This design comes from an exercise in tuning for small area and a short achievable clock period on the open sky130 flow, not from production work. Where RTL was checked, it was by simulation tests only, not by an equivalence proof against the original. Power is estimated from default activity; no workload was simulated.

the baseline:
==> flow/design.v <==
module trace_capture_buf #(
  parameter  int DATA_W = 32,
  parameter  int DEPTH  = 64,
  localparam int ADDR_W = $clog2(DEPTH)
) (
  input  logic              clk,
  input  logic              rst,
  input  logic              arm,
  input  logic [ADDR_W:0]   post_cnt,
  input  logic              sample_en,
  input  logic [DATA_W-1:0] sample_data,
  input  logic              trig,
  output logic [1:0]        state,
  output logic [ADDR_W:0]   count,
  output logic              wrapped,
  output logic              rd_valid,
  output logic [DATA_W-1:0] rd_data,
  output logic              rd_last,
  input  logic              rd_ready
);
  localparam logic [1:0] S_IDLE = 2'd0;
  localparam logic [1:0] S_PRE  = 2'd1;
  localparam logic [1:0] S_POST = 2'd2;
  localparam logic [1:0] S_DUMP = 2'd3;
  localparam logic [ADDR_W:0] DEPTH_C = (ADDR_W+1)'(DEPTH);
  localparam logic [ADDR_W:0] ONE_C   = (ADDR_W+1)'(1);
  localparam int LO_B = 3;
  localparam int LO_W = 1 << LO_B;       
  localparam int HI_W = DEPTH / LO_W;    
  logic [1:0]          state_q;
  logic [ADDR_W:0]     count_q;
  logic                wrapped_q;
  logic [ADDR_W:0]     win_q;       
  logic [LO_W-1:0]     rlo_q;       
  logic [HI_W-1:0]     rhi_q;       
  logic                rd_valid_q;
  logic [DATA_W-1:0]   rd_data_q;
  logic                rd_last_q;
  logic [DATA_W-1:0]   mem_q [DEPTH];
  wire capt  = (state_q == S_PRE) || (state_q == S_POST);
  wire smp   = capt && sample_en;
  wire full  = (count_q == DEPTH_C);
  wire win1  = (win_q == ONE_C);
  wire trg   = (state_q == S_PRE) ? trig : 1'b1;    
  wire dump  = (state_q == S_DUMP);
  wire more  = !(rd_valid_q && rd_last_q);
  wire adv   = dump && (!rd_valid_q || rd_ready);
  wire ld    = adv && more;
  wire enter = smp && trg && win1;
  wire [ADDR_W:0] post_clamp = (post_cnt == '0)     ? ONE_C :
                               (post_cnt > DEPTH_C) ? DEPTH_C : post_cnt;
  wire [ADDR_W-1:0] first = full ? ADDR_W'(DEPTH - 1) : count_q[ADDR_W-1:0];
  logic [DATA_W-1:0] grp [HI_W];
  logic [DATA_W-1:0] rd_mux;
  always_comb begin
    for (int g = 0; g < HI_W; g++) begin
      grp[g] = '0;
      for (int j = 0; j < LO_W; j++)
        grp[g] = grp[g] | (mem_q[g*LO_W+j] & {DATA_W{rlo_q[j]}});
    end
    rd_mux = rd_data_q & {DATA_W{!ld}};
    for (int g = 0; g < HI_W; g++)
      rd_mux = rd_mux | (grp[g] & {DATA_W{rhi_q[g] && ld}});
  end
  wire idle   = (state_q == S_IDLE);
  wire pre    = (state_q == S_PRE);
  wire post   = (state_q == S_POST);
  wire start  = idle && arm;
  wire fin    = adv && !more;
  wire go_dmp = smp && trg && win1;
  wire at_row0  = rlo_q[0] && rhi_q[0];
  wire at_rowN  = rlo_q[LO_W-1] && rhi_q[HI_W-1];
  wire hi_step  = ld && rlo_q[0];
  wire [1:0] state_d;
  assign state_d[0] = start || (pre && !(sample_en && trig && !win1)) ||
                      (post && sample_en && win1) || (dump && !fin);
  assign state_d[1] = (pre && sample_en && trig) || post || (dump && !fin);
  logic [LO_W-1:0] rlo_d;
  logic [HI_W-1:0] rhi_d;
  wire  [LO_W-1:0] rlo_init = LO_W'(1) << first[LO_B-1:0];
  wire  [HI_W-1:0] rhi_init = HI_W'(1) << first[ADDR_W-1:LO_B];
  always_comb begin
    for (int j = 0; j < LO_W; j++)
      rlo_d[j] = (enter && rlo_init[j]) || (ld && rlo_q[(j+1)%LO_W]) ||
                 (!ld && !enter && rlo_q[j]);
    for (int g = 0; g < HI_W; g++)
      rhi_d[g] = (enter && rhi_init[g]) || (hi_step && rhi_q[(g+1)%HI_W]) ||
                 (!hi_step && !enter && rhi_q[g]);
  end
  always_ff @(posedge clk) begin
    state_q    <= rst ? S_IDLE : state_d;
    count_q    <= (rst || start) ? '0 : count_q + (ADDR_W+1)'(smp && !full);
    wrapped_q  <= !rst && !start && (wrapped_q || (smp && full));
    rd_valid_q <= !rst && dump && (!rd_valid_q || !rd_ready || !rd_last_q);
    rd_last_q  <= ld ? at_row0 : at_rowN;
    rd_data_q  <= rd_mux;
    rlo_q      <= rlo_d;
    rhi_q      <= rhi_d;
  end
  always_ff @(posedge clk) begin
    if (start)
      win_q <= post_clamp;
    if (smp && trg)
      win_q <= win_q - ONE_C;
  end
  always_ff @(posedge clk) begin
    if (smp) begin
      mem_q[0] <= sample_data;
      for (int i = 1; i < DEPTH; i++)
        mem_q[i] <= mem_q[i-1];
    end
  end
  assign state    = state_q;
  assign count    = count_q;
  assign wrapped  = wrapped_q;
  assign rd_valid = rd_valid_q;
  assign rd_data  = rd_data_q;
  assign rd_last  = rd_last_q;
endmodule
clock: 4.5 ns
lec_check: 0
cap_margin: 20
core_margin: 2
core_utilization: 40
cts_cluster_diameter: 70
cts_cluster_size: 27
setup_slack_margin: 2.3
slew_margin: 20
standard.sh (not shown) runs the stock make flow with config.mk's settings and CLKGATE_MAP_FILE= SYNTH_SCRIPT=/design/flow/synth_recipe.tcl, a recipe that flattens the netlist after the stock synthesis.
==> flow/flow/run.sh <==
#!/bin/bash
# The standard layout, except that the ports are buffered with a plain
# buffer (buf_4) instead of the delay cell buffer_ports picks by default.
# Each step's full output goes to its own log in the work folder.
set -euo pipefail
bash standard.sh synth > synth.log 2>&1
bash standard.sh 'BUFFER_PORTS_ARGS=-buffer_cell sky130_fd_sc_hd__buf_4' finish > layout.log 2>&1
#### Input delta (the candidate over the baseline)
==> flow/design.v <==
module trace_capture_buf #(
  parameter  int DATA_W = 32,
  parameter  int DEPTH  = 64,
  localparam int ADDR_W = $clog2(DEPTH)
) (
  input  logic              clk,
  input  logic              rst,
  input  logic              arm,
  input  logic [ADDR_W:0]   post_cnt,
  input  logic              sample_en,
  input  logic [DATA_W-1:0] sample_data,
  input  logic              trig,
  output logic [1:0]        state,
  output logic [ADDR_W:0]   count,
  output logic              wrapped,
  output logic              rd_valid,
  output logic [DATA_W-1:0] rd_data,
  output logic              rd_last,
  input  logic              rd_ready
);
  localparam logic [1:0] S_IDLE = 2'd0;
  localparam logic [1:0] S_PRE  = 2'd1;
  localparam logic [1:0] S_POST = 2'd2;
  localparam logic [1:0] S_DUMP = 2'd3;
  localparam logic [ADDR_W:0] DEPTH_C = (ADDR_W+1)'(DEPTH);
  localparam logic [ADDR_W:0] ONE_C   = (ADDR_W+1)'(1);
  localparam int LO_B = 3;
  localparam int LO_W = 1 << LO_B;       
  localparam int HI_W = DEPTH / LO_W;    
  logic [1:0]          state_q;
  logic [ADDR_W:0]     count_q;
  logic                wrapped_q;
  logic [ADDR_W:0]     win_q;       
  localparam int NL   = 4;              
  localparam int LW   = DATA_W / NL;
  logic                rd_valid_q;
  logic [DATA_W-1:0]   rd_data_q;
  logic                rd_last_q;
  logic [DATA_W-1:0]   mem_q [DEPTH];
  wire capt  = (state_q == S_PRE) || (state_q == S_POST);
  wire smp   = capt && sample_en;
  wire full  = (count_q == DEPTH_C);
  wire win1  = (win_q == ONE_C);
  wire trg   = (state_q == S_PRE) ? trig : 1'b1;    
  wire dump  = (state_q == S_DUMP);
  wire more  = !(rd_valid_q && rd_last_q);
  wire adv   = dump && (!rd_valid_q || rd_ready);
  wire ld    = adv && more;
  wire enter = smp && trg && win1;
  wire [ADDR_W:0] post_clamp = (post_cnt == '0)     ? ONE_C :
                               (post_cnt > DEPTH_C) ? DEPTH_C : post_cnt;
  wire [ADDR_W-1:0] first = full ? ADDR_W'(DEPTH - 1) : count_q[ADDR_W-1:0];
  logic [DATA_W-1:0] rd_mux;
  logic              at_row0, at_rowN;
  for (genvar l = 0; l < NL; l++) begin : g_lane
    logic [LO_W-1:0] rlo_q, rlo_d;
    logic [HI_W-1:0] rhi_q, rhi_d;
    logic [LW-1:0]   mux;
    wire             hi_step = ld && rlo_q[0];
    always_comb begin : g_mux
      logic [LW-1:0] grp, acc;
      acc = rd_data_q[l*LW +: LW] & {LW{!ld}};
      for (int g = 0; g < HI_W; g++) begin
        grp = '0;
        for (int j = 0; j < LO_W; j++)
          grp = grp | (mem_q[g*LO_W+j][l*LW +: LW] & {LW{rlo_q[j]}});
        acc = acc | (grp & {LW{rhi_q[g] && ld}});
      end
      mux = acc;
    end
    assign rd_mux[l*LW +: LW] = mux;
    always_comb begin
      for (int j = 0; j < LO_W; j++)
        rlo_d[j] = (enter && first[LO_B-1:0] == LO_B'(j)) ||
                   (ld && rlo_q[(j+1)%LO_W]) || (!ld && !enter && rlo_q[j]);
      for (int g = 0; g < HI_W; g++)
        rhi_d[g] = (enter && first[ADDR_W-1:LO_B] == (ADDR_W-LO_B)'(g)) ||
                   (hi_step && rhi_q[(g+1)%HI_W]) || (!hi_step && !enter && rhi_q[g]);
    end
    always_ff @(posedge clk) begin
      rlo_q <= rlo_d;
      rhi_q <= rhi_d;
    end
  end
  assign at_row0 = g_lane[0].rlo_q[0] && g_lane[0].rhi_q[0];
  assign at_rowN = g_lane[0].rlo_q[LO_W-1] && g_lane[0].rhi_q[HI_W-1];
  wire idle   = (state_q == S_IDLE);
  wire pre    = (state_q == S_PRE);
  wire post   = (state_q == S_POST);
  wire start  = idle && arm;
  wire fin    = adv && !more;
  wire go_dmp = smp && trg && win1;
  wire [1:0] state_d;
  assign state_d[0] = start || (pre && !(sample_en && trig && !win1)) ||
                      (post && sample_en && win1) || (dump && !fin);
  assign state_d[1] = (pre && sample_en && trig) || post || (dump && !fin);
  always_ff @(posedge clk) begin
    state_q    <= rst ? S_IDLE : state_d;
    count_q    <= (rst || start) ? '0 : count_q + (ADDR_W+1)'(smp && !full);
    wrapped_q  <= !rst && !start && (wrapped_q || (smp && full));
    rd_valid_q <= !rst && dump && (!rd_valid_q || !rd_ready || !rd_last_q);
    rd_last_q  <= ld ? at_row0 : at_rowN;
    rd_data_q  <= rd_mux;
  end
  always_ff @(posedge clk) begin
    if (start)
      win_q <= post_clamp;
    if (smp && trg)
      win_q <= win_q - ONE_C;
  end
  always_ff @(posedge clk) begin
    if (smp) begin
      mem_q[0] <= sample_data;
      for (int i = 1; i < DEPTH; i++)
        mem_q[i] <= mem_q[i-1];
    end
  end
  assign state    = state_q;
  assign count    = count_q;
  assign wrapped  = wrapped_q;
  assign rd_valid = rd_valid_q;
  assign rd_data  = rd_data_q;
  assign rd_last  = rd_last_q;
endmodule
### Flow results
For the routability-driven placement congestion ratio, the candidate came in 0.94% lower than the baseline did.
The wire length of the first global-routing pass of the baseline and that of the candidate are within noise of each other.
On layout multi-input combinational cell count, the higher figure sits with the baseline, not the candidate.
The candidate vs. the baseline: core utilization lost 0.95 points; final cycle utilization of the critical path decreased by 0.72 points relative to the old numbers.
Comparing the baseline and the candidate, flop and latch count out of synthesis is lower on the baseline.
The number of buffers added for setup after CTS of the candidate exceeds that of the baseline by 7.
Compared with the baseline, in the candidate summed instance area of the synthesized netlist picked up an extra 1300 µm²; number of stages on the worst hold path neither gained nor lost much.
Looking at count of clock-buffer cells in the layout across the baseline and the candidate, the one that comes out lower is the candidate.
Comparing the baseline and the candidate, the lower net total in the final layout was measured on the candidate.
The candidate ran to completion and came out clean on the timing, DRC and antenna checks.
Synthesized cell count, the baseline and the candidate, higher one = the candidate.
Between the baseline and the candidate, x dimension of the die is lower for the baseline, the candidate comes in above that.

trace_capture_buf, a different RTL version from the one above (not shown whole).
Size in the first run: ~89 I/O pins.
==> module trace_capture_buf, before the edit <==
module trace_capture_buf #(
  parameter  int DATA_W = 32,
  parameter  int DEPTH  = 64,
  localparam int ADDR_W = $clog2(DEPTH)
) (
  input  logic              clk,
  input  logic              rst,
  input  logic              arm,
  input  logic [ADDR_W:0]   post_cnt,
  input  logic              sample_en,
  input  logic [DATA_W-1:0] sample_data,
  input  logic              trig,
  output logic [1:0]        state,
  output logic [ADDR_W:0]   count,
  output logic              wrapped,
  output logic              rd_valid,
  output logic [DATA_W-1:0] rd_data,
  output logic              rd_last,
  input  logic              rd_ready
);
  localparam logic [1:0] S_IDLE = 2'd0;
  localparam logic [1:0] S_PRE  = 2'd1;
  localparam logic [1:0] S_POST = 2'd2;
  localparam logic [1:0] S_DUMP = 2'd3;
  localparam logic [ADDR_W:0] DEPTH_C = (ADDR_W+1)'(DEPTH);
  localparam logic [ADDR_W:0] ONE_C   = (ADDR_W+1)'(1);
  localparam int LO_B = 3;
  localparam int LO_W = 1 << LO_B;       
  localparam int HI_W = DEPTH / LO_W;    
  logic [1:0]          state_q;
  logic [ADDR_W:0]     count_q;
  logic                wrapped_q;
  logic [ADDR_W:0]     win_q;       
  logic [LO_W-1:0]     rlo_q;       
  logic [HI_W-1:0]     rhi_q;       
  logic                rd_valid_q;
  logic [DATA_W-1:0]   rd_data_q;
  logic                rd_last_q;
  logic [DATA_W-1:0]   mem_q [DEPTH];
  wire capt  = (state_q == S_PRE) || (state_q == S_POST);
  wire smp   = capt && sample_en;
  wire full  = (count_q == DEPTH_C);
  wire win1  = (win_q == ONE_C);
  wire trg   = (state_q == S_PRE) ? trig : 1'b1;    
  wire dump  = (state_q == S_DUMP);
  wire more  = !(rd_valid_q && rd_last_q);
  wire adv   = dump && (!rd_valid_q || rd_ready);
  wire ld    = adv && more;
  wire enter = smp && trg && win1;
  wire [ADDR_W:0] post_clamp = (post_cnt == '0)     ? ONE_C :
                               (post_cnt > DEPTH_C) ? DEPTH_C : post_cnt;
  wire [ADDR_W-1:0] first = full ? ADDR_W'(DEPTH - 1) : count_q[ADDR_W-1:0];
  logic [DATA_W-1:0] grp [HI_W];
  logic [DATA_W-1:0] rd_mux;
  always_comb begin
    for (int g = 0; g < HI_W; g++) begin
      grp[g] = '0;
      for (int j = 0; j < LO_W; j++)
        grp[g] = grp[g] | (mem_q[g*LO_W+j] & {DATA_W{rlo_q[j]}});
    end
    rd_mux = rd_data_q & {DATA_W{!ld}};
    for (int g = 0; g < HI_W; g++)
      rd_mux = rd_mux | (grp[g] & {DATA_W{rhi_q[g] && ld}});
  end
  always_ff @(posedge clk) begin
    if (rst) begin
      state_q    <= S_IDLE;
      count_q    <= '0;
      wrapped_q  <= 1'b0;
      rd_valid_q <= 1'b0;
    end else begin
      case (state_q)
        S_IDLE: if (arm) begin
          state_q   <= S_PRE;
          count_q   <= '0;
          wrapped_q <= 1'b0;
        end
        S_PRE, S_POST: if (sample_en) begin
          if (full) wrapped_q <= 1'b1;
          else      count_q   <= count_q + ONE_C;
          if (trg) state_q <= win1 ? S_DUMP : S_POST;
        end
        default: if (adv) begin
          rd_valid_q <= more;
          if (!more) state_q <= S_IDLE;
        end
      endcase
    end
  end
  always_ff @(posedge clk) begin
    if (state_q == S_IDLE && arm)
      win_q <= post_clamp;
    if (smp && trg)
      win_q <= win_q - ONE_C;
    if (enter) begin
      rlo_q <= LO_W'(1) << first[LO_B-1:0];
      rhi_q <= HI_W'(1) << first[ADDR_W-1:LO_B];
    end
    rd_data_q <= rd_mux;
    if (ld) begin
      rd_last_q <= rlo_q[0] && rhi_q[0];
      rlo_q     <= {rlo_q[0], rlo_q[LO_W-1:1]};
      if (rlo_q[0]) rhi_q <= {rhi_q[0], rhi_q[HI_W-1:1]};
    end
  end
  always_ff @(posedge clk) begin
    if (smp) begin
      mem_q[0] <= sample_data;
      for (int i = 1; i < DEPTH; i++)
        mem_q[i] <= mem_q[i-1];
    end
  end
  assign state    = state_q;
  assign count    = count_q;
  assign wrapped  = wrapped_q;
  assign rd_valid = rd_valid_q;
  assign rd_data  = rd_data_q;
  assign rd_last  = rd_last_q;
endmodule
export LEC_CHECK = 0
export CAP_MARGIN = 20
export CORE_MARGIN = 2
export CORE_UTILIZATION = 40
export SETUP_SLACK_MARGIN = 2.3
export SLEW_MARGIN = 20
create_clock -name core_clock -period 4.5 [get_ports {clk}]
run.sh (not shown) runs the stock make flow with config.mk's settings and CLKGATE_MAP_FILE= SYNTH_SCRIPT=/design/flow/synth_recipe.tcl, a recipe that flattens the netlist after the stock synthesis.
Stock flow here: none of the scripts above is used.
The first run finished with timing, DRC and antenna clean.
Then changed:
--- a/flow/design.v
+++ b/flow/design.v
@@ -23,17 +23,14 @@
   localparam logic [1:0] S_POST = 2'd2;
   localparam logic [1:0] S_DUMP = 2'd3;
   localparam logic [ADDR_W:0] DEPTH_C = (ADDR_W+1)'(DEPTH);
   localparam logic [ADDR_W:0] ONE_C   = (ADDR_W+1)'(1);
-  localparam int LO_B = 3;
-  localparam int LO_W = 1 << LO_B;       
-  localparam int HI_W = DEPTH / LO_W;    
   logic [1:0]          state_q;
+  logic [ADDR_W-1:0]   wr_ptr_q;    
   logic [ADDR_W:0]     count_q;
   logic                wrapped_q;
   logic [ADDR_W:0]     win_q;       
-  logic [LO_W-1:0]     rlo_q;       
-  logic [HI_W-1:0]     rhi_q;       
+  logic [ADDR_W-1:0]   rd_ptr_q;    
   logic                rd_valid_q;
   logic [DATA_W-1:0]   rd_data_q;
   logic                rd_last_q;
   logic [DATA_W-1:0]   mem_q [DEPTH];
@@ -48,20 +45,13 @@
   wire ld    = adv && more;
   wire enter = smp && trg && win1;
   wire [ADDR_W:0] post_clamp = (post_cnt == '0)     ? ONE_C :
                                (post_cnt > DEPTH_C) ? DEPTH_C : post_cnt;
-  wire [ADDR_W-1:0] first = full ? ADDR_W'(DEPTH - 1) : count_q[ADDR_W-1:0];
-  logic [DATA_W-1:0] grp [HI_W];
   logic [DATA_W-1:0] rd_mux;
   always_comb begin
-    for (int g = 0; g < HI_W; g++) begin
-      grp[g] = '0;
-      for (int j = 0; j < LO_W; j++)
-        grp[g] = grp[g] | (mem_q[g*LO_W+j] & {DATA_W{rlo_q[j]}});
-    end
-    rd_mux = rd_data_q & {DATA_W{!ld}};
-    for (int g = 0; g < HI_W; g++)
-      rd_mux = rd_mux | (grp[g] & {DATA_W{rhi_q[g] && ld}});
+    rd_mux = '0;
+    for (int i = 0; i < DEPTH; i++)
+      rd_mux = rd_mux | (mem_q[i] & {DATA_W{rd_ptr_q == ADDR_W'(i)}});
   end
   always_ff @(posedge clk) begin
     if (rst) begin
       state_q    <= S_IDLE;
@@ -87,29 +77,28 @@
       endcase
     end
   end
   always_ff @(posedge clk) begin
-    if (state_q == S_IDLE && arm)
-      win_q <= post_clamp;
-    if (smp && trg)
-      win_q <= win_q - ONE_C;
-    if (enter) begin
-      rlo_q <= LO_W'(1) << first[LO_B-1:0];
-      rhi_q <= HI_W'(1) << first[ADDR_W-1:LO_B];
+    if (state_q == S_IDLE && arm) begin
+      wr_ptr_q <= '0;
+      win_q    <= post_clamp;
     end
-    rd_data_q <= rd_mux;
+    if (smp) begin
+      wr_ptr_q <= wr_ptr_q + 1'b1;
+      if (trg) win_q <= win_q - ONE_C;
+    end
+    if (enter)
+      rd_ptr_q <= (count_q >= DEPTH_C - ONE_C) ? wr_ptr_q + 1'b1 : '0;
     if (ld) begin
-      rd_last_q <= rlo_q[0] && rhi_q[0];
-      rlo_q     <= {rlo_q[0], rlo_q[LO_W-1:1]};
-      if (rlo_q[0]) rhi_q <= {rhi_q[0], rhi_q[HI_W-1:1]};
+      rd_data_q <= rd_mux;
+      rd_last_q <= (rd_ptr_q + 1'b1 == wr_ptr_q);
+      rd_ptr_q  <= rd_ptr_q + 1'b1;
     end
   end
   always_ff @(posedge clk) begin
-    if (smp) begin
-      mem_q[0] <= sample_data;
-      for (int i = 1; i < DEPTH; i++)
-        mem_q[i] <= mem_q[i-1];
-    end
+    for (int i = 0; i < DEPTH; i++)
+      if (smp && wr_ptr_q == ADDR_W'(i))
+        mem_q[i] <= sample_data;
   end
   assign state    = state_q;
   assign count    = count_q;
   assign wrapped  = wrapped_q;
- The new run completed without violations
- worst hold slack is better by 83 ps
- total power went down by 15%
- flip-flop and latch count went down by 4
- non-clock buffer count went up by 363
- die area went up by 1.1%
- utilization went up by 2.7 points
- wire length went up by 27%
- setup slack is worse by 720 ps
- synthesized cell count went up by 5.3%
- area after synthesis went up by 1.1%
- cell area went up by 6.2%
- global-route usage went up by 3.5 points
No functional check of the RTL was part of the second run of this note.

[re-timing with driven ports]
In the flow no input, the clock included, has a driving cell. The finished layouts below were timed again as built, in two steps. Step 1 assumes that a clkbuf_16 drives the clock port and a buf_2 every other input. Step 2 times the ports against the registers' clock, not the clock port: input delays grow and output delays shrink by t, the midpoint of the rising clock arrivals with the driver on. a / b / c = no drivers / after step 1 / after step 2; a / b = the first two.
| run | t (ns) | slack for setup (ns) | worst hold slack (ns) |
|---|---|---|---|
| the baseline | 0.843 | 2.223 / 2.148 / 1.602 | 0.289 / 0.239 / 0.437 |
| the candidate | 0.839 | 2.255 / 2.177 / 1.735 | 0.288 / 0.239 / 0.432 |
| the first run of note 2 | 0.925 | 2.059 / 2.059 / 1.462 | 0.421 / 0.421 / 0.421 |
| the second run of note 2 | 0.913 | 1.337 / 1.337 / 1.327 | 0.505 / 0.448 / 0.553 |
After both steps setup and hold are still met in every run listed. For the baseline, which loses most, drivers alone change the setup slack by -0.075 ns; drivers and shift together by -0.621 ns.
